What follows belongs to an exercise in optimizing a design on an open flow for a short achievable clock period and few clock cycles; a production flow would make more cautious choices.
No run shown here included a check of the RTL's function; only the layout flow was run.
Power figures rest on the tool's default switching activity, not on a simulated workload.

$ cat design/flow/config.mk
export PLATFORM = sky130hd
export DESIGN_NAME = ibp_top
export DESIGN_NICKNAME = ibp_top
export VERILOG_FILES = /design/flow/design.v
export SDC_FILE = /design/flow/constraint.sdc
export NUM_CORES = 4
export LEC_CHECK = 0
export CAP_MARGIN = 20
export CORE_MARGIN = 2
export CORE_UTILIZATION = 60
export SETUP_SLACK_MARGIN = 3.4
export SLEW_MARGIN = 20
$ cat design/flow/constraint.sdc
create_clock -name core_clock -period 6.0 [get_ports {clk}]
set_input_delay 1.2000 -clock core_clock [delete_from_list [all_inputs] [get_ports {clk}]]
set_output_delay 1.2000 -clock core_clock [all_outputs]
set_load 0.01 [all_outputs]
$ cat design/flow/design.v
package ibp_pkg;
  localparam int NB       = 2;                     
  localparam int BK_W     = (NB > 2) ? 2 : 1;      
  localparam int RQ_DEPTH = 3;                     
  localparam int ROWQ_AW  = 4;                     
  localparam int CNT_W    = 5;                     
  localparam int OQ_DEPTH = 4;                     
  localparam logic [7:0] PIX_RESET = 8'd127;
  localparam logic [1:0] KIND_START = 2'd0;
  localparam logic [1:0] KIND_ABOVE = 2'd1;
  localparam logic [1:0] KIND_LEFT  = 2'd2;
  localparam logic [1:0] KIND_ROW   = 2'd3;
  localparam logic [1:0] MODE_DC = 2'd0;
  localparam logic [1:0] MODE_V  = 2'd1;
  localparam logic [1:0] MODE_H  = 2'd2;
  localparam logic [1:0] MODE_TM = 2'd3;
endpackage
import ibp_pkg::*;
module ibp_front (
  input  logic        clk,
  input  logic        rst_n,       
  input  logic        rst_i,       
  input  logic        in_valid,
  output logic        in_ready,
  input  logic [1:0]  in_kind,
  input  logic [1:0]  in_mode,
  input  logic [6:0]  in_width,
  input  logic [6:0]  in_height,
  input  logic [7:0]  in_corner,
  input  logic [5:0]  in_index,
  input  logic [7:0]  in_value,
  input  logic        take,        
  output logic        offer_v,
  output logic [39:0] offer,
  input  logic        head_v       
);
  localparam int D = 3;            
  logic          rdy_r, cap_v;
  logic [39:0]   cap_d, q_head;
  logic [39:0]   slot_r [D];
  logic [D-1:0]  wr_oh, rd_oh;     
  logic [D:0]    cnt_oh;           
  logic          q_ne, push_q, pop_q, rdy_nx;
  logic [1:0]    k;
  assign in_ready = rdy_r;
  always_ff @(posedge clk) begin
    cap_d <= {in_kind, in_mode, in_width, in_height, in_corner, in_index, in_value};
    if (!rst_n || rst_i) cap_v <= 1'b0;
    else                 cap_v <= in_valid && rdy_r;
  end
  always_comb begin
    q_head = '0;
    for (int j = 0; j < D; j++) q_head |= {40{rd_oh[j]}} & slot_r[j];
  end
  assign q_ne    = !cnt_oh[0];
  assign offer_v = q_ne || cap_v;
  assign offer   = q_ne ? q_head : cap_d;
  assign pop_q   = take && q_ne;
  assign push_q  = cap_v && !(take && !q_ne);
  always_comb begin
    k = 2'(head_v) + 2'(cap_v) + 2'(rdy_r);
    unique case (k)
      2'd0:    rdy_nx = 1'b1;
      2'd1:    rdy_nx = !cnt_oh[3];
      2'd2:    rdy_nx = cnt_oh[0] || cnt_oh[1];
      default: rdy_nx = cnt_oh[0];
    endcase
  end
  always_ff @(posedge clk) begin
    for (int j = 0; j < D; j++)
      if (push_q && wr_oh[j]) slot_r[j] <= cap_d;
  end
  always_ff @(posedge clk) begin
    if (!rst_n || rst_i) begin
      wr_oh  <= D'(1);
      rd_oh  <= D'(1);
      cnt_oh <= (D+1)'(1);
      rdy_r  <= 1'b0;
    end else begin
      if (push_q) wr_oh <= {wr_oh[D-2:0], wr_oh[D-1]};
      if (pop_q)  rd_oh <= {rd_oh[D-2:0], rd_oh[D-1]};
      if (push_q && !pop_q)      cnt_oh <= {cnt_oh[D-1:0], 1'b0};
      else if (pop_q && !push_q) cnt_oh <= {1'b0, cnt_oh[D:1]};
      rdy_r <= rdy_nx;
    end
  end
endmodule
import ibp_pkg::*;
module ibp_add #(
  parameter int W = 8
) (
  input  logic [W-1:0] a,
  input  logic [W-1:0] b,
  input  logic         ci,
  output logic [W-1:0] s,
  output logic         co
);
  localparam int LV = $clog2(W) + 1;
  logic [W-1:0] g [LV+1];
  logic [W-1:0] p [LV+1];
  logic [W-1:0] p0;
  always_comb begin
    p0   = a ^ b;
    g[0] = a & b;
    p[0] = p0;
    g[0][0] = (a[0] & b[0]) | (p0[0] & ci);
    for (int l = 0; l < LV; l++) begin
      for (int i = 0; i < W; i++) begin
        if (i >= (1 << l)) begin
          g[l+1][i] = g[l][i] | (p[l][i] & g[l][i - (1 << l)]);
          p[l+1][i] = p[l][i] & p[l][i - (1 << l)];
        end else begin
          g[l+1][i] = g[l][i];
          p[l+1][i] = p[l][i];
        end
      end
    end
    s[0] = p0[0] ^ ci;
    for (int i = 1; i < W; i++) s[i] = p0[i] ^ g[LV][i-1];
    co = g[LV][W-1];
  end
endmodule
module ibp_updn #(
  parameter int W = 5
) (
  input  logic [W-1:0] q,
  input  logic         up,
  input  logic         dn,
  output logic [W-1:0] d
);
  logic [W-1:0] qp, qm;
  logic         unused_p, unused_m;
  ibp_add #(.W(W)) u_p (.a(q), .b('0), .ci(1'b1), .s(qp), .co(unused_p));
  ibp_add #(.W(W)) u_m (.a(q), .b('1), .ci(1'b0), .s(qm), .co(unused_m));
  assign d = (up && !dn) ? qp : (dn && !up) ? qm : q;
endmodule
module ibp_csa #(
  parameter int N = 3,
  parameter int W = 15,
  parameter int M = 2 * (N / 3) + (N % 3)
) (
  input  logic [N*W-1:0] x,
  output logic [M*W-1:0] y
);
  always_comb begin
    for (int t = 0; t < N / 3; t++) begin
      y[(2*t)*W +: W]   = x[(3*t)*W +: W] ^ x[(3*t+1)*W +: W] ^ x[(3*t+2)*W +: W];
      y[(2*t+1)*W +: W] = W'({(x[(3*t)*W +: W] & x[(3*t+1)*W +: W])
                            | (x[(3*t)*W +: W] & x[(3*t+2)*W +: W])
                            | (x[(3*t+1)*W +: W] & x[(3*t+2)*W +: W]), 1'b0});
    end
    for (int t = 0; t < N % 3; t++)
      y[(2*(N/3)+t)*W +: W] = x[(3*(N/3)+t)*W +: W];
  end
endmodule
module ibp_queue #(
  parameter int W  = 8,
  parameter int AW = 4
) (
  input  logic         clk,
  input  logic         rst,
  input  logic         push,
  input  logic [W-1:0] push_d,
  input  logic         pop,
  output logic [W-1:0] head_d,
  output logic         empty,
  output logic         afull      
);
  logic [W-1:0]  slot_r [2**AW];
  logic [AW-1:0] wr_r, rd_r, wr_nx, rd_nx;
  logic [AW:0]   cnt_r, cnt_nx;
  ibp_updn #(.W(AW))   u_wr  (.q(wr_r),  .up(push), .dn(1'b0), .d(wr_nx));
  ibp_updn #(.W(AW))   u_rd  (.q(rd_r),  .up(pop),  .dn(1'b0), .d(rd_nx));
  ibp_updn #(.W(AW+1)) u_cnt (.q(cnt_r), .up(push), .dn(pop),  .d(cnt_nx));
  assign head_d = slot_r[rd_r];
  assign empty  = (cnt_r == '0);
  assign afull  = cnt_r[AW] || (&cnt_r[AW-1:0]);
  always_ff @(posedge clk) begin
    if (push) slot_r[wr_r] <= push_d;
  end
  always_ff @(posedge clk) begin
    if (rst) begin
      wr_r  <= '0;
      rd_r  <= '0;
      cnt_r <= '0;
    end else begin
      wr_r  <= wr_nx;
      rd_r  <= rd_nx;
      cnt_r <= cnt_nx;
    end
  end
endmodule
import ibp_pkg::*;
module ibp_div (
  input  logic             clk,
  input  logic             rst,
  input  logic [NB-1:0]    kill,       
  input  logic [BK_W-1:0]  in_bank,
  input  logic [64*8-1:0]  in_a,       
  input  logic [64*8-1:0]  in_l,       
  input  logic [5:0]       in_wm1,     
  input  logic [5:0]       in_hm1,     
  output logic             out_v,
  output logic [BK_W-1:0]  out_bank,
  output logic [7:0]       out_q
);
  localparam int W = 15;
  logic [128*W-1:0] xa;
  logic [86*W-1:0]  ya1;
  logic [58*W-1:0]  ya2;
  logic [39*W-1:0]  ya3;
  always_comb begin
    for (int i = 0; i < 64; i++) begin
      xa[i*W +: W]        = W'(in_a[i*8 +: 8]);
      xa[(64 + i)*W +: W] = W'(in_l[i*8 +: 8]);
    end
  end
  ibp_csa #(.N(128), .W(W)) u_a1 (.x(xa),  .y(ya1));
  ibp_csa #(.N(86),  .W(W)) u_a2 (.x(ya1), .y(ya2));
  ibp_csa #(.N(58),  .W(W)) u_a3 (.x(ya2), .y(ya3));
  logic [39*W-1:0] ra;
  logic [7:0]      na, nb, nc, nd, ne;
  logic [7:0]      n_sum;
  logic            n_co;
  ibp_add #(.W(8)) u_n (.a({2'b0, in_wm1}), .b({2'b0, in_hm1}), .ci(1'b0), .s(n_sum), .co(n_co));
  logic [27*W-1:0] yb1;
  logic [18*W-1:0] yb2;
  logic [12*W-1:0] yb3;
  ibp_csa #(.N(39), .W(W)) u_b1 (.x(ra),  .y(yb1));
  ibp_csa #(.N(27), .W(W)) u_b2 (.x(yb1), .y(yb2));
  ibp_csa #(.N(18), .W(W)) u_b3 (.x(yb2), .y(yb3));
  logic [12*W-1:0] rb;
  logic [7:0] n_two;
  logic       n_two_co;
  ibp_add #(.W(8)) u_n2 (.a(na), .b(8'd2), .ci(1'b0), .s(n_two), .co(n_two_co));
  logic [13*W-1:0] xc;
  logic [9*W-1:0] yc1;
  logic [6*W-1:0] yc2;
  logic [4*W-1:0] yc3;
  assign xc = {W'(nb[7:1]), rb};
  ibp_csa #(.N(13), .W(W)) u_c1 (.x(xc),  .y(yc1));
  ibp_csa #(.N(9),  .W(W)) u_c2 (.x(yc1), .y(yc2));
  ibp_csa #(.N(6),  .W(W)) u_c3 (.x(yc2), .y(yc3));
  logic [4*W-1:0] rc;
  logic [3*W-1:0] yd1;
  logic [2*W-1:0] yd2;
  ibp_csa #(.N(4), .W(W)) u_d1 (.x(rc),  .y(yd1));
  ibp_csa #(.N(3), .W(W)) u_d2 (.x(yd1), .y(yd2));
  logic [2*W-1:0] rd;
  logic [W-1:0] se;
  logic         se_co;
  ibp_add #(.W(W)) u_e (.a(rd[0 +: W]), .b(rd[W +: W]), .ci(1'b0), .s(se), .co(se_co));
  logic [W-1:0] re;
  logic [BK_W-1:0] ba, bb, bc, bd, be;
  logic            va, vb, vc, vd, ve;
  always_ff @(posedge clk) begin
    ra <= ya3;
    na <= n_sum;
    rb <= yb3;
    nb <= n_two;
    rc <= yc3;
    nc <= nb;
    rd <= yd2;
    nd <= nc;
    re <= se;
    ne <= nd;
    ba <= in_bank;
    bb <= ba;
    bc <= bb;
    bd <= bc;
    be <= bd;
    if (rst) begin
      va <= 1'b0;
      vb <= 1'b0;
      vc <= 1'b0;
      vd <= 1'b0;
      ve <= 1'b0;
    end else begin
      va <= !kill[in_bank];
      vb <= va && !kill[ba];
      vc <= vb && !kill[bb];
      vd <= vc && !kill[bc];
      ve <= vd && !kill[bd];
    end
  end
  logic            d_busy, d_alive, d_last, d_start, d_fin;
  logic [BK_W-1:0] d_b;
  logic [7:0]      d_step;           
  logic [6:0]      d_rem;
  logic [7:0]      d_num, d_q, d_dv, trial, diff;
  logic            fits;
  assign trial = {d_rem, d_num[7]};
  ibp_add #(.W(8)) u_sub (.a(trial), .b(~d_dv), .ci(1'b1), .s(diff), .co(fits));
  assign d_last  = d_busy && d_step[7];
  assign d_start = ve && !kill[be] && (!d_busy || !d_alive || kill[d_b] || d_last);
  always_ff @(posedge clk) begin
    if (d_start) begin
      d_b    <= be;
      d_rem  <= re[14:8];
      d_num  <= re[7:0];
      d_dv   <= ne;
      d_step <= 8'd1;
    end else if (d_busy) begin
      d_rem  <= fits ? diff[6:0] : trial[6:0];
      d_num  <= {d_num[6:0], 1'b0};
      d_q    <= {d_q[6:0], fits};
      d_step <= {d_step[6:0], 1'b0};
    end
    if (rst) begin
      d_busy  <= 1'b0;
      d_alive <= 1'b0;
    end else if (d_start) begin
      d_busy  <= 1'b1;
      d_alive <= 1'b1;
    end else begin
      if (d_last) d_busy <= 1'b0;
      if (kill[d_b]) d_alive <= 1'b0;
    end
  end
  assign out_v    = d_last && d_alive && !kill[d_b];
  assign out_bank = d_b;
  assign out_q    = {d_q[6:0], fits};
endmodule
import ibp_pkg::*;
module ibp_back (
  input  logic        clk,
  input  logic        rst_n,
  input  logic        rst_i,
  input  logic        offer_v,
  input  logic [39:0] offer,
  output logic        take,
  output logic        head_v,
  output logic        out_valid,
  input  logic        out_ready,
  output logic [7:0]  out_pixel,
  output logic [5:0]  out_column,
  output logic        out_last
);
  logic [1:0] o_kind, o_mode;
  logic [6:0] o_w, o_h, o_wd, o_hd;
  logic [5:0] o_wm1, o_hm1;
  logic [7:0] o_c, o_val;
  logic [5:0] o_idx;
  logic       o_wd_co, o_hd_co;
  assign {o_kind, o_mode, o_w, o_h, o_c, o_idx, o_val} = offer;
  ibp_add #(.W(7)) u_wd (.a(o_w), .b(7'h7f), .ci(1'b0), .s(o_wd), .co(o_wd_co));
  ibp_add #(.W(7)) u_hd (.a(o_h), .b(7'h7f), .ci(1'b0), .s(o_hd), .co(o_hd_co));
  assign o_wm1 = (o_w == 7'd0) ? 6'd0 : (o_w[6] && (o_w[5:0] != 6'd0)) ? 6'd63 : o_wd[5:0];
  assign o_hm1 = (o_h == 7'd0) ? 6'd0 : (o_h[6] && (o_h[5:0] != 6'd0)) ? 6'd63 : o_hd[5:0];
  logic       h_row, h_left, h_above, h_start, h_keep;
  logic [1:0] h_mode;
  logic [5:0] h_wm1, h_hm1, f_hm1;
  logic [7:0] h_c, h_val, h_hi, h_lo;
  logic [63:0] h_oh;
  logic       fire, h_start_fire;
  logic [5:0] kd1, kd2;
  logic       keep_h, keep_f;
  ibp_add #(.W(6)) u_k1 (.a(h_hm1), .b(~o_idx), .ci(1'b1), .s(kd1), .co(keep_h));
  ibp_add #(.W(6)) u_k2 (.a(f_hm1), .b(~o_idx), .ci(1'b1), .s(kd2), .co(keep_f));
  assign take         = !head_v || fire;
  assign h_start_fire = fire && h_start;
  always_ff @(posedge clk) begin
    if (take) begin
      h_row   <= (o_kind == KIND_ROW);
      h_left  <= (o_kind == KIND_LEFT);
      h_above <= (o_kind == KIND_ABOVE);
      h_start <= (o_kind == KIND_START);
      h_mode  <= o_mode;
      h_wm1   <= o_wm1;
      h_hm1   <= o_hm1;
      h_c     <= o_c;
      h_val   <= o_val;
      for (int k = 0; k < 8; k++) begin
        h_hi[k] <= (o_idx[5:3] == 3'(k));
        h_lo[k] <= (o_idx[2:0] == 3'(k));
      end
      for (int i = 0; i < 64; i++) h_oh[i] <= (o_idx == 6'(i));
      h_keep  <= h_start_fire ? keep_h : keep_f;
    end
    if (!rst_n || rst_i) head_v <= 1'b0;
    else if (take)       head_v <= offer_v;
  end
  logic [NB-1:0]    f_oh, busy, tgt_en, cow_en, cnt_one;
  logic [63:0]      f_hmask, h_wmask, h_hmask;    
  logic [63:0]      en_a [NB];                    
  logic [63:0]      f_wmask, wmask_nx;
  logic             busy_f, wr_ok, f_isdc;
  logic [CNT_W-1:0] cnt    [NB];
  logic [CNT_W-1:0] cnt_nx [NB];
  logic             rowq_full;
  logic [BK_W-1:0]  f_id;
  logic wr, push;
  logic [NB-1:0] wr_b, cow_b;
  assign fire  = head_v && (h_row ? (!h_keep || !rowq_full) : wr_ok);
  assign wr    = head_v && !h_row && wr_ok;
  assign push  = head_v && h_row && h_keep && !rowq_full;
  assign wr_b  = {NB{head_v && !h_row}} & tgt_en;
  assign cow_b = {NB{head_v && !h_row}} & cow_en;
  always_comb begin
    f_id = '0;
    for (int b = 0; b < NB; b++) if (f_oh[b]) f_id = BK_W'(b);
  end
  logic [64*8-1:0] bank_a [NB];
  logic [64*8-1:0] store_l;
  logic [5:0]      par_w  [NB];
  logic [5:0]      par_h  [NB];
  logic [1:0]      par_m  [NB];
  logic [7:0]      par_c  [NB];
  logic [64*8-1:0] src_a;
  logic [5:0]      src_w, src_h;
  logic [1:0]      src_m;
  logic [7:0]      src_c;
  always_comb begin
    src_a = '0; src_w = '0; src_h = '0; src_m = '0; src_c = '0;
    for (int b = 0; b < NB; b++) begin
      src_a |= {512{f_oh[b]}} & bank_a[b];
      src_w |= {6{f_oh[b]}} & par_w[b];
      src_h |= {6{f_oh[b]}} & par_h[b];
      src_m |= {2{f_oh[b]}} & par_m[b];
      src_c |= {8{f_oh[b]}} & par_c[b];
    end
  end
  for (genvar b = 0; b < NB; b++) begin : g_bank
    for (genvar i = 0; i < 64; i++) begin : g_ent
      wire we_a = wr_b[b] && h_above && h_oh[i];
      always_ff @(posedge clk) begin
        if (rst_i)          bank_a[b][i*8 +: 8] <= PIX_RESET;
        else if (we_a)      bank_a[b][i*8 +: 8] <= h_val;
        else if (cow_b[b])  bank_a[b][i*8 +: 8] <= src_a[i*8 +: 8];
      end
    end
    always_ff @(posedge clk) begin
      if (rst_i) begin
        par_w[b] <= 6'd0;
        par_h[b] <= 6'd0;
        par_m[b] <= MODE_DC;
        par_c[b] <= PIX_RESET;
      end else if (wr_b[b] && h_start) begin
        par_w[b] <= h_wm1;
        par_h[b] <= h_hm1;
        par_m[b] <= h_mode;
        par_c[b] <= h_c;
      end else if (cow_b[b]) begin
        par_w[b] <= src_w;
        par_h[b] <= src_h;
        par_m[b] <= src_m;
        par_c[b] <= src_c;
      end
    end
  end
  for (genvar i = 0; i < 64; i++) begin : g_left
    wire we_l = wr && h_left && h_oh[i];
    always_ff @(posedge clk) begin
      if (rst_i)     store_l[i*8 +: 8] <= PIX_RESET;
      else if (we_l) store_l[i*8 +: 8] <= h_val;
    end
  end
  assign h_wmask = ~(64'hFFFF_FFFF_FFFF_FFFE << h_wm1);
  assign h_hmask = ~(64'hFFFF_FFFF_FFFF_FFFE << h_hm1);
  logic            r_v;
  logic [BK_W-1:0] r_b;
  logic [7:0]      r_hi, r_lo, row_l;
  always_ff @(posedge clk) begin
    if (rst_i) r_v <= 1'b0;
    else       r_v <= push;
    if (push) begin
      r_b  <= f_id;
      r_hi <= h_hi;
      r_lo <= h_lo;
    end
  end
  always_comb begin
    row_l = '0;
    for (int i = 0; i < 64; i++)
      row_l |= {8{r_hi[i/8] && r_lo[i%8]}} & store_l[i*8 +: 8];
  end
  logic [64*8-1:0] dc_a, dc_l;
  always_comb begin
    f_wmask = '0;
    for (int b = 0; b < NB; b++) f_wmask |= en_a[b];
    dc_a = '0;
    for (int b = 0; b < NB; b++)
      for (int i = 0; i < 64; i++)
        dc_a[i*8 +: 8] |= {8{en_a[b][i]}} & bank_a[b][i*8 +: 8];
    for (int i = 0; i < 64; i++)
      dc_l[i*8 +: 8] = {8{f_hmask[i]}} & store_l[i*8 +: 8];
  end
  logic             dcp_v;
  logic [BK_W-1:0]  dcp_b;
  logic [7:0]       dcp_q;
  logic [NB-1:0]    dc_ok, dc_ok_nx;
  logic [7:0]       dc_val [NB];
  ibp_div u_div (
    .clk      (clk),
    .rst      (rst_i),
    .kill     (wr_b),
    .in_bank  (f_id),
    .in_a     (dc_a),
    .in_l     (dc_l),
    .in_wm1   (src_w),
    .in_hm1   (src_h),
    .out_v    (dcp_v),
    .out_bank (dcp_b),
    .out_q    (dcp_q)
  );
  always_comb begin
    for (int b = 0; b < NB; b++)
      dc_ok_nx[b] = !wr_b[b] && (dc_ok[b] || (dcp_v && dcp_b == BK_W'(b)));
  end
  always_ff @(posedge clk) begin
    for (int b = 0; b < NB; b++)
      if (dcp_v && dcp_b == BK_W'(b)) dc_val[b] <= dcp_q;
    if (rst_i) dc_ok <= '0;
    else       dc_ok <= dc_ok_nx;
  end
  logic [NB-1:0] inc, dec, busy_nx, f_nx, cand, fs_nx, tgt_nx;
  logic          iss_last, busy_f_nx, dc_ok_f_nx, f_isdc_nx;
  logic [NB-1:0] cr_oh;
  for (genvar b = 0; b < NB; b++) begin : g_cnt
    ibp_updn #(.W(CNT_W)) u_c (.q(cnt[b]), .up(inc[b]), .dn(dec[b]), .d(cnt_nx[b]));
  end
  always_comb begin
    inc = {NB{push}} & f_oh;
    dec = {NB{iss_last}} & cr_oh;
    for (int b = 0; b < NB; b++)
      busy_nx[b] = inc[b] || (busy[b] && !(dec[b] && cnt_one[b]));
    f_nx       = (|cow_b) ? cow_en : f_oh;
    cand       = ~busy_nx & ~f_nx;
    fs_nx      = '0;
    for (int b = NB - 1; b >= 0; b--) if (cand[b]) fs_nx = NB'(1) << b;
    busy_f_nx  = |(busy_nx & f_nx);
    dc_ok_f_nx = |(dc_ok_nx & f_nx);
    f_isdc_nx  = h_start_fire ? (h_mode == MODE_DC) : f_isdc;
    wmask_nx   = h_start_fire ? h_wmask : f_wmask;
    tgt_nx     = busy_f_nx ? (fs_nx & {NB{dc_ok_f_nx || !f_isdc_nx}}) : f_nx;
  end
  always_ff @(posedge clk) begin
    if (rst_i) begin
      f_oh    <= NB'(1);
      f_hm1   <= 6'd0;
      f_hmask <= 64'd1;
      for (int b = 0; b < NB; b++) en_a[b] <= (b == 0) ? 64'd1 : 64'd0;
      f_isdc  <= 1'b1;
      busy    <= '0;
      busy_f  <= 1'b0;
      cow_en  <= '0;
      tgt_en  <= NB'(1);
      wr_ok   <= 1'b1;
      cnt_one <= '0;
      for (int b = 0; b < NB; b++) cnt[b] <= '0;
    end else begin
      f_oh   <= f_nx;
      if (h_start_fire) begin
        f_hm1   <= h_hm1;
        f_hmask <= h_hmask;
      end
      f_isdc <= f_isdc_nx;
      for (int b = 0; b < NB; b++) en_a[b] <= {64{f_nx[b]}} & wmask_nx;
      busy   <= busy_nx;
      busy_f <= busy_f_nx;
      cow_en <= busy_f_nx ? tgt_nx : '0;
      tgt_en <= tgt_nx;
      wr_ok  <= |tgt_nx;
      for (int b = 0; b < NB; b++) begin
        cnt[b]     <= cnt_nx[b];
        cnt_one[b] <= (inc[b] == dec[b]) ? (cnt[b] == CNT_W'(1)) :
                      inc[b] ? (cnt[b] == CNT_W'(0)) : (cnt[b] == CNT_W'(2));
      end
    end
  end
  logic            rowq_empty, rowq_pop;
  logic [BK_W+7:0] rowq_head;
  logic [BK_W-1:0] q_b;
  logic [7:0]      q_l;
  assign {q_b, q_l} = rowq_head;
  ibp_queue #(.W(BK_W + 8), .AW(ROWQ_AW)) u_rowq (
    .clk    (clk),
    .rst    (rst_i),
    .push   (r_v),
    .push_d ({r_b, row_l}),
    .pop    (rowq_pop),
    .head_d (rowq_head),
    .empty  (rowq_empty),
    .afull  (rowq_full)
  );
  logic            s1_v, s1_load;
  logic [BK_W-1:0] s1_b;
  logic [7:0]      s1_l, s1_c;
  logic [1:0]      s1_m;
  logic [5:0]      s1_w;
  logic            nr_v, nr_load, nr_take, nr_dc_ok;
  logic [BK_W-1:0] nr_b;
  logic [7:0]      nr_l;
  logic [1:0]      nr_m;
  logic [5:0]      nr_w;
  logic [9:0]      nr_k, k_sum;
  logic            k_co;
  ibp_add #(.W(10)) u_k (.a({2'b00, s1_l}), .b(~{2'b00, s1_c}), .ci(1'b1), .s(k_sum), .co(k_co));
  logic            cr_act, cr_last;
  logic [BK_W-1:0] cr_b;
  logic [1:0]      cr_m;
  logic [7:0]      cr_l, cr_dc;
  logic [9:0]      cr_k;
  logic [5:0]      cr_c, cr_rem, cr_c_nx, cr_rem_nx;
  logic [63:0]     cr_coh;
  logic            credit_ok, issue;
  ibp_updn #(.W(6)) u_cc (.q(cr_c),   .up(1'b1), .dn(1'b0), .d(cr_c_nx));
  ibp_updn #(.W(6)) u_cr (.q(cr_rem), .up(1'b0), .dn(1'b1), .d(cr_rem_nx));
  assign issue    = cr_act && credit_ok;
  assign iss_last = issue && cr_last;
  assign nr_dc_ok = (nr_m != MODE_DC) || dc_ok[nr_b];
  assign nr_take  = nr_v && nr_dc_ok && (!cr_act || iss_last);
  assign nr_load  = s1_v && (!nr_v || nr_take);
  assign s1_load  = !rowq_empty && (!s1_v || nr_load);
  assign rowq_pop = s1_load;
  always_comb begin
    cr_oh = '0;
    cr_oh[cr_b] = 1'b1;
  end
  always_ff @(posedge clk) begin
    if (s1_load) begin
      s1_b <= q_b;
      s1_l <= q_l;
      s1_c <= par_c[q_b];
      s1_m <= par_m[q_b];
      s1_w <= par_w[q_b];
    end
    if (nr_load) begin
      nr_b <= s1_b;
      nr_l <= s1_l;
      nr_m <= s1_m;
      nr_w <= s1_w;
      nr_k <= k_sum;
    end
    if (nr_take) begin
      cr_b    <= nr_b;
      cr_l    <= nr_l;
      cr_m    <= nr_m;
      cr_k    <= nr_k;
      cr_dc   <= dc_val[nr_b];
      cr_c    <= '0;
      cr_coh  <= 64'd1;
      cr_rem  <= nr_w;
      cr_last <= (nr_w == 6'd0);
    end else if (issue) begin
      cr_c    <= cr_c_nx;
      cr_coh  <= {cr_coh[62:0], 1'b0};
      cr_rem  <= cr_rem_nx;
      cr_last <= (cr_rem == 6'd1);
    end
  end
  always_ff @(posedge clk) begin
    if (rst_i) begin
      s1_v   <= 1'b0;
      nr_v   <= 1'b0;
      cr_act <= 1'b0;
    end else begin
      if (s1_load) s1_v <= 1'b1; else if (nr_load) s1_v <= 1'b0;
      if (nr_load) nr_v <= 1'b1; else if (nr_take) nr_v <= 1'b0;
      if (nr_take) cr_act <= 1'b1; else if (iss_last) cr_act <= 1'b0;
    end
  end
  logic          p1_v, p1_last;
  logic [7:0]    p1_ab [NB];
  logic [NB-1:0] p1_boh;
  logic [7:0]    p1_l, p1_dc;
  logic [1:0]    p1_m;
  logic [9:0]    p1_k;
  logic [5:0]    p1_c;
  always_ff @(posedge clk) begin
    if (rst_i) p1_v <= 1'b0;
    else       p1_v <= issue;
    if (issue) begin
      for (int b = 0; b < NB; b++) begin
        p1_ab[b] = '0;
        for (int i = 0; i < 64; i++) p1_ab[b] = p1_ab[b] | ({8{cr_coh[i]}} & bank_a[b][i*8 +: 8]);
      end
      p1_boh  <= cr_oh;
      p1_l    <= cr_l;
      p1_dc   <= cr_dc;
      p1_m    <= cr_m;
      p1_k    <= cr_k;
      p1_c    <= cr_c;
      p1_last <= cr_last;
    end
  end
  logic [7:0] a_sel, pix;
  logic [9:0] tm;
  logic       tm_co;
  always_comb begin
    a_sel = '0;
    for (int b = 0; b < NB; b++) a_sel |= {8{p1_boh[b]}} & p1_ab[b];
  end
  ibp_add #(.W(10)) u_tm (.a({2'b00, a_sel}), .b(p1_k), .ci(1'b0), .s(tm), .co(tm_co));
  always_comb begin
    unique case (p1_m)
      MODE_DC: pix = p1_dc;
      MODE_V:  pix = a_sel;
      MODE_H:  pix = p1_l;
      default: pix = tm[9] ? 8'd0 : tm[8] ? 8'd255 : tm[7:0];
    endcase
  end
  logic        p2_v;
  logic [14:0] p2_d;
  always_ff @(posedge clk) begin
    if (rst_i) p2_v <= 1'b0;
    else       p2_v <= p1_v;
    if (p1_v) p2_d <= {pix, p1_c, p1_last};
  end
  logic [14:0] oq_r [OQ_DEPTH];
  logic [1:0]  oq_wr, oq_rd, oq_wr_nx, oq_rd_nx;
  logic [2:0]  oq_cnt, oq_cnt_nx, credit, cr_up, cr_dn;
  logic        ov, oq_ne, oq_take, opop;
  logic [14:0] od;
  assign oq_ne   = (oq_cnt != 3'd0);
  assign opop    = ov && out_ready;
  assign oq_take = (!ov || out_ready) && oq_ne;
  ibp_updn #(.W(2)) u_ow (.q(oq_wr),  .up(p2_v),    .dn(1'b0),    .d(oq_wr_nx));
  ibp_updn #(.W(2)) u_or (.q(oq_rd),  .up(oq_take), .dn(1'b0),    .d(oq_rd_nx));
  ibp_updn #(.W(3)) u_oc (.q(oq_cnt), .up(p2_v),    .dn(oq_take), .d(oq_cnt_nx));
  ibp_updn #(.W(3)) u_c1 (.q(credit), .up(1'b1),    .dn(issue),   .d(cr_up));
  ibp_updn #(.W(3)) u_c2 (.q(credit), .up(1'b0),    .dn(issue),   .d(cr_dn));
  always_ff @(posedge clk) begin
    if (p2_v) oq_r[oq_wr] <= p2_d;
    if (oq_take) od <= oq_r[oq_rd];
  end
  always_ff @(posedge clk) begin
    if (!rst_n || rst_i)      ov <= 1'b0;
    else if (!ov || out_ready) ov <= oq_ne;
    if (rst_i) begin
      oq_wr     <= '0;
      oq_rd     <= '0;
      oq_cnt    <= '0;
      credit    <= 3'(OQ_DEPTH + 1);
      credit_ok <= 1'b1;
    end else begin
      oq_wr  <= oq_wr_nx;
      oq_rd  <= oq_rd_nx;
      oq_cnt <= oq_cnt_nx;
      if (opop) begin
        credit    <= cr_up;
        credit_ok <= 1'b1;
      end else begin
        credit    <= cr_dn;
        credit_ok <= (credit > 3'd1) || (credit == 3'd1 && !issue);
      end
    end
  end
  assign out_valid = ov;
  assign {out_pixel, out_column, out_last} = od;
endmodule
import ibp_pkg::*;
module intra_block_predictor (
  input  logic       clk,
  input  logic       rst_n,
  input  logic       in_valid,
  output logic       in_ready,
  input  logic [1:0] in_kind,
  input  logic [1:0] in_mode,
  input  logic [6:0] in_width,
  input  logic [6:0] in_height,
  input  logic [7:0] in_corner,
  input  logic [5:0] in_index,
  input  logic [7:0] in_value,
  output logic       out_valid,
  input  logic       out_ready,
  output logic [7:0] out_pixel,
  output logic [5:0] out_column,
  output logic       out_last
);
  logic rst_i;
  always_ff @(posedge clk) rst_i <= !rst_n;
  logic        offer_v, take, head_v;
  logic [39:0] offer;
  ibp_front u_front (
    .clk       (clk),
    .rst_n     (rst_n),
    .rst_i     (rst_i),
    .in_valid  (in_valid),
    .in_ready  (in_ready),
    .in_kind   (in_kind),
    .in_mode   (in_mode),
    .in_width  (in_width),
    .in_height (in_height),
    .in_corner (in_corner),
    .in_index  (in_index),
    .in_value  (in_value),
    .take      (take),
    .offer_v   (offer_v),
    .offer     (offer),
    .head_v    (head_v)
  );
  ibp_back u_back (
    .clk        (clk),
    .rst_n      (rst_n),
    .rst_i      (rst_i),
    .offer_v    (offer_v),
    .offer      (offer),
    .take       (take),
    .head_v     (head_v),
    .out_valid  (out_valid),
    .out_ready  (out_ready),
    .out_pixel  (out_pixel),
    .out_column (out_column),
    .out_last   (out_last)
  );
endmodule
module ibp_top (
  input  logic       clk,
  input  logic       rst_n,
  input  logic       in_valid,
  output logic       in_ready,
  input  logic [1:0] in_kind,
  input  logic [1:0] in_mode,
  input  logic [6:0] in_width,
  input  logic [6:0] in_height,
  input  logic [7:0] in_corner,
  input  logic [5:0] in_index,
  input  logic [7:0] in_value,
  output logic       out_valid,
  input  logic       out_ready,
  output logic [7:0] out_pixel,
  output logic [5:0] out_column,
  output logic       out_last
);
  intra_block_predictor u_core (
    .clk        (clk),
    .rst_n      (rst_n),
    .in_valid   (in_valid),
    .in_ready   (in_ready),
    .in_kind    (in_kind),
    .in_mode    (in_mode),
    .in_width   (in_width),
    .in_height  (in_height),
    .in_corner  (in_corner),
    .in_index   (in_index),
    .in_value   (in_value),
    .out_valid  (out_valid),
    .out_ready  (out_ready),
    .out_pixel  (out_pixel),
    .out_column (out_column),
    .out_last   (out_last)
  );
endmodule
$ cat design/flow/run.sh
#!/bin/bash
# synth_recipe.tcl (not shown) runs the flow's synth.tcl, then flattens the netlist and writes it again
# the make line also repeats each setting of config.mk as NAME=value (left out here)
make -C /OpenROAD-flow-scripts/flow DESIGN_CONFIG=/design/flow/config.mk WORK_HOME=/design/flow/orfs CLKGATE_MAP_FILE= SYNTH_SCRIPT=/design/flow/synth_recipe.tcl finish
==> flow_summary.ini, run 1 <==
[place]
place_congestion = 1.28
placed_area_mm2 = 0.166
dp_cells = 18298
portBuffers = 60
hpwlAfterDp_um = 650000

[floorplan]
die_w_um = 528
die_h_um = 528
rows = 192
initial_core_util_pct = 60.3
num_io_pins = 61

[logic_synthesis]
synth_compound_area_share_pct = 23.7
synthFlopType = dfxtp_1
synthXorXnorAreaFrac_pct = 0.394
syn_area_mm2 = 0.165
synth_area_leaders = dfxtp_1, edfxtp_1, fa_1
async_flop_share_pct = 0
yosys.area_share.simple_pct = 10.8
syn_inst = 15997
synth_edf_count = 674
synth_area_leader_cell = dfxtp_1
ys_ff_latch = 3274
avgSynthCellArea_um2 = 10.3
synth.mux.area_fraction_pct = 1.26
yosysSeqAreaShare_pct = 43.9
synth_nets = 17253
yosysTopAreaCellShare_pct = 31.6
synth_fa_ha_area_share_pct = 13.8
synth_top_family_by_area = compound AO/OA/AOI/OAI gates
synth.distinct_cells = 76
yosysWarnings = 64

[run_status]
status = did not finish
haltStage = global routing (5_1_grt)
error_line = [ERROR GRT-0116] Global routing finished with congestion. Check the congestion regions in the DRC Viewer.

[clocking]
root_buffer = clkbuf_16
numCtsBuffers = 345
cts_max_path_buffers = 4
cts_sinks = 3274
htreeDepth = 5

[global_route]
grt_use_total_pct = 71.6
grt_pass1_vias = 160277
grt_pass1_wl_um = 1370000
grt-ovfl-total = 7
grt_start_max_net_pins = 214
through the flow:
step                      utilization, %  hold slack (ns)  setup slack [ns]
after global placement              60.8            0.310              2.29
after detailed placement            60.8            0.313              2.25
after floorplan                        -            0.310              1.83
after CTS                           66.8            0.326              3.09
per-layer routing:
metal  overflow  GRT usage [%]
met5          0           24.1
met4          6           71.1
met3          0           53.7
met2          1           89.0
met1          0           72.7
synthesized netlist by cell type, types with 452 or more instances:
master	instances
a22oi_1	983
and2_1	596
nor2_1	1630
and3_1	471
clkbuf_1	1203
a22o_1	504
a21oi_1	452
inv_1	919
edfxtp_1	674
nand2_1	565
a211oi_1	1087
fa_1	1009
dfxtp_1	2600
a211o_1	1359
how the worst max path moves through the flow:
stage                                                     from                                         to  cells after the start
global placement         u_core.u_back.cr_coh[38]$_SDFFE_PP0P_        u_core.u_back.p1_ab[0][2]$_DFFE_PP_                      5
detailed placement           u_core.u_back.head_v$_SDFFE_PP0N_  u_core.u_back.bank_a[0][194]$_SDFFE_PP1P_                      6
CTS                          u_core.u_back.p1_boh[0]$_DFFE_PP_            u_core.u_back.p2_d[8]$_DFFE_PP_                     10
floorplan           u_core.u_back.u_rowq.cnt_r[0]$_SDFFE_PP0P_       u_core.u_front.wr_oh[1]$_SDFFE_PP0P_                      9
kinds of logic after synthesis:
family	Yosys count
mux	125
xor+xnor	74
fa+ha+maj	1215
buf+inv	2538
flops	3274
compound gates	4998
simple gates	3773
power groups by stage:
stage	combinational [uW]	sequential [uW]	clock [uW]
floorplan	2410	24000	0
CTS	4600	23800	22400
global placement	3960	24200	0
detailed placement	4160	24300	0
timing repair:
action	in CTS
hold endpoints to repair	0
cloned	44
setup endpoints to repair	2584
setup buffers	104
gates resized for setup	1067
pin swaps	72
hold buffers	0
==> run 2, diff against run 1 <==
--- a/design/flow/design.v
+++ b/design/flow/design.v
@@ -176,3 +176,2 @@
   assign empty  = (cnt_r == '0);
-  assign afull  = cnt_r[AW] || (&cnt_r[AW-1:0]);
   always_ff @(posedge clk) begin
@@ -185,2 +184,3 @@
       cnt_r <= '0;
+      afull <= 1'b0;
     end else begin
@@ -189,2 +189,3 @@
       cnt_r <= cnt_nx;
+      afull <= cnt_nx[AW] || (&cnt_nx[AW-1:0]);
     end
@@ -294,3 +295,3 @@
   assign d_last  = d_busy && d_step[7];
-  assign d_start = ve && !kill[be] && (!d_busy || !d_alive || kill[d_b] || d_last);
+  assign d_start = ve && (!d_busy || !d_alive || d_last);
   always_ff @(posedge clk) begin
@@ -313,3 +314,3 @@
       d_busy  <= 1'b1;
-      d_alive <= 1'b1;
+      d_alive <= !kill[be];
     end else begin
@@ -360,3 +361,3 @@
   assign take         = !head_v || fire;
-  assign h_start_fire = fire && h_start;
+  assign h_start_fire = head_v && h_start && wr_ok;
   always_ff @(posedge clk) begin
@@ -698,4 +699,3 @@
       MODE_V:  pix = a_sel;
-      MODE_H:  pix = p1_l;
-      default: pix = tm[9] ? 8'd0 : tm[8] ? 8'd255 : tm[7:0];
+      default: pix = p1_l;
     endcase
@@ -703,3 +703,3 @@
   logic        p2_v;
-  logic [14:0] p2_d;
+  logic [25:0] p2_d;
   always_ff @(posedge clk) begin
@@ -707,5 +707,7 @@
     else       p2_v <= p1_v;
-    if (p1_v) p2_d <= {pix, p1_c, p1_last};
+    if (p1_v) p2_d <= {(p1_m == MODE_TM), tm, pix, p1_c, p1_last};
   end
-  logic [14:0] oq_r [OQ_DEPTH];
+  logic [25:0] oq_r [OQ_DEPTH];
+  logic [25:0] oq_h;
+  logic [7:0]  oq_pix;
   logic [1:0]  oq_wr, oq_rd, oq_wr_nx, oq_rd_nx;
@@ -715,2 +717,4 @@
   assign oq_ne   = (oq_cnt != 3'd0);
+  assign oq_h    = oq_r[oq_rd];
+  assign oq_pix  = !oq_h[25] ? oq_h[14:7] : oq_h[24] ? 8'd0 : oq_h[23] ? 8'd255 : oq_h[22:15];
   assign opop    = ov && out_ready;
@@ -724,3 +728,3 @@
     if (p2_v) oq_r[oq_wr] <= p2_d;
-    if (oq_take) od <= oq_r[oq_rd];
+    if (oq_take) od <= {oq_pix, oq_h[6:0]};
   end
--- a/design/flow/config.mk
+++ b/design/flow/config.mk
@@ -9,3 +9,3 @@
 export CORE_MARGIN = 2
-export CORE_UTILIZATION = 60
+export CORE_UTILIZATION = 45
 export SETUP_SLACK_MARGIN = 3.4
==> run 2 against run 1 <==
Compared with the run above:
- the run now finishes clean
- synthesized cell count grew 0.47%
- area after synthesis up 1.2%
==> flow_summary.ini, run 2 <==
[run_status]
status = timing/DRC/antenna clean

[power_and_ir_drop]
p_leak_uw = 0.0758
switching_power_uw = 14300
ir_drop_uv = 286
p_clk_share_pct = 45.6
power_frac_seq_pct = 45.2
p_per_area_mw_per_mm2 = 277
switching_share_pct = 26.9
combPwrFrac_pct = 9.2
p_int_uw = 39000

[timing]
timing.final.crit_share_pct = 53.2
tns_ns = 0
relSlewSlack_pct = 7.95
hold_viol_final = 0
clock.fmax_mhz = 313
rsz0062_at_grt = yes
fin_crit_ns = 3.19
setup_viol = 0
fin_worst_skew_ns = 0.0899
tightest_slew_ns = 1.38
final_max_slew_viol_count = 0

[floorplan]
die_w_um = 612
die-area_mm2 = 0.375
rows = 223
coreArea_mm2 = 0.369
num_io_pins = 61
die_h_um = 612
initial_core_util_pct = 45.2

[logic_synthesis]
synth.most_common_cell = dfxtp_1
synth.distinct_cells = 83
async_flop_share_pct = 0
synth_nets = 17328
synth_area_leader_cell = dfxtp_1
avgSynthCellArea_um2 = 10.4
yosysTopAreaCellShare_pct = 31.3
synth_edf_count = 729
syn_inst = 16072
yosysSeqAreaShare_pct = 44.4
synth.mux.area_fraction_pct = 1.46
netlist_top_cells_count = dfxtp_1, nor2_1, a211o_1
yosys.area_share.simple_pct = 10.6
synth_fa_ha_area_share_pct = 13.7
ys_ff_latch = 3332
syn_area_mm2 = 0.167
synth_compound_area_share_pct = 23.5
synthXorXnorAreaFrac_pct = 0.394
yosysWarnings = 64
synth_area_leaders = dfxtp_1, edfxtp_1, fa_1
synthFlopType = dfxtp_1
synth_top_family_by_area = compound AO/OA/AOI/OAI gates

[clocking]
cts_sinks = 3332
clkTransAtPathRegs_ns = 0.07
root_buffer = clkbuf_16
cts_hold_buf = 0
cts_tree = yes
clk_latency_ns = 1.11
numCtsBuffers = 374
htreeDepth = 5
cts_max_path_buffers = 4

[global_route]
antenna_found_initial = 229
grt_pass1_vias = 133231
grt_start_max_net_pins = 155
grt-ovfl-total = 0
grt_pass1_wl_um = 1310000
grt_use_total_pct = 52.5

[setup_path]
r2r_start = u_core.u_back.cr_coh[48]$_SDFFE_PP0P_
timing.rr.end = u_core.u_back.p1_ab[0][2]$_DFFE_PP_
startpoint = u_core.u_back.cr_coh[48]$_SDFFE_PP0P_
critPathRequiredTime_ns = 6.76
crit_end = u_core.u_back.p1_ab[0][2]$_DFFE_PP_
reg2reg_depth = 5
criticalPathCategory = reg -> reg
arrival_ns = 3.96
crit_fanout = 12
worstSetupEndpointType = flop
r2r_slack_ns = 2.81
cp-start-kind = flop

[place]
portBuffers = 60
place_congestion = 1.21
hpwlAfterDp_um = 722000

[finish]
largest_reg_flops = 1024
reg.largest.list = u_core.u_back.bank_a x1024, u_core.u_back.store_l x512, u_core.u_back.u_div.ra x355
final_cell_mix = dfxtp_1, nor2_1, a211o_1
regMostFlops = u_core.u_back.bank_a
fin_nets = 16786
area_growth_pct = 15.6
layout-drive-gt1-share_pct = 17.1
utilization_pct = 52.2
final_common_cell = dfxtp_1

[route]
ant_nets = 0
drc = 0
firstDrtPassIters = 17
drt_wl_total_um = 1020000
viasPerCell = 7.25
drt_iter0_drc = 27029
wire_per_inst_um = 48.3
vias = 152560

[hold_path]
hp-class = reg -> reg

[run]
drv_cap = 0
run 2: how the worst min path moves through the flow:
stage | from | to | slack, ns | cells after the start
after floorplan | u_core.u_back.u_div.na[0]$_DFF_P_ | u_core.u_back.u_div.nb[0]$_DFF_P_ | 0.31 | 0
after global placement | u_core.u_back.u_div.nd[5]$_DFF_P_ | u_core.u_back.u_div.ne[5]$_DFF_P_ | 0.31 | 0
after detailed placement | u_core.u_back.u_div.nd[3]$_DFF_P_ | u_core.u_back.u_div.ne[3]$_DFF_P_ | 0.31 | 0
after CTS | u_core.u_back.u_div.nd[3]$_DFF_P_ | u_core.u_back.u_div.ne[3]$_DFF_P_ | 0.33 | 0
after global routing | u_core.u_back.u_div.nd[5]$_DFF_P_ | u_core.u_back.u_div.ne[5]$_DFF_P_ | 0.33 | 0
final | u_core.u_back.u_div.nd[3]$_DFF_P_ | u_core.u_back.u_div.ne[3]$_DFF_P_ | 0.33 | 0
run 2: logic make-up after synthesis:
group	after synthesis
adders and majority gates	1214
DFF	3332
xor gates and xnor gates	75
and+or+nand+nor	3730
AOI/OAI and AO/OA	5014
buffers and inverters	2561
muxes	146
run 2: worst max-delay path, stage by stage (launching register included):
cell	delay, ns
dfxtp_2	0.43
buf_4	0.29
a22o_1	0.68
a221oi_1	0.79
nand4_1	0.15
or4_1	0.57
run 2: cell type report:
class	instances	area (um2)
fill	32924	176000
multi-input combinational	10187	85700
sequential	3332	75300
clock buffer	516	10700
timing repair buffer	700	8190
tap	4950	6190
inverter	934	3660
clock inverter	180	2150
antenna	232	581
timing repair inverter	1	8.76
run 2: metal layers:
metal	global-route usage [%]	vias up	part of all wire, %
met5	2.65	-	0.19
met4	50.2	80	12
met3	28.2	4436	14
met2	69.3	13416	39
met1	59.2	76499	35
li1	-	58129	-
run 2: timing repair:
| action | 4_1_cts | 5_1_grt |
|---|---|---|
| setup endpoints to repair | 2331 | 1380 |
| setup buffers | 128 | 133 |
| resized for setup | 1159 | 658 |
| cloned | 31 | 29 |
| hold endpoints to repair | 0 | 0 |
| pin swaps | 98 | 185 |
run 2: power by group through the flow:
stage	logic (uW)	registers [uW]	clock network, uW
2_1_floorplan	2520	24400	0
3_3_place_gp	4320	24700	0
3_5_place_dp	4320	24700	0
4_1_cts	4520	24200	24300
5_1_grt	5020	24200	25200
6_report	4910	24100	24300
run 2: per-stage QoR:
step	total power [uW]	instance area, um2	setup slack [ns]	hold WS (ns)	instances
2_1_floorplan	27000	167000	2.06	0.310	16072
3_3_place_gp	29000	170000	2.29	0.310	19780
3_5_place_dp	29000	170000	2.23	0.312	19780
4_1_cts	53000	188000	3.19	0.326	20635
5_1_grt	54400	192000	2.96	0.328	20857
6_report	53400	192000	2.81	0.326	21032

[what the ideal ports hide]
The flow's constraints put no driver on any port. The routed layout listed below was extracted and timed again, unchanged, in two steps.
Step 1 assumes that a clkbuf_16 drives the clock port and a buf_2 every other input.
Step 2 moves the port delays by t, midway between the first and last clock arrival at a register: inputs arrive t later, outputs are due t later. That takes back most of the time a late clock gives input paths.
a / b / c = ideal / step 1 / step 2; a / b = the first two.
run: run 2
t, ns: 1.179
setup slack, ns: 2.808 / 2.808 / 2.779
worst data-port slew with drivers (ns): 0.11
After both steps run 2 still meets setup and hold. The setup slack of run 2 moves by 0.000 ns with the drivers and by -0.029 ns with both steps.
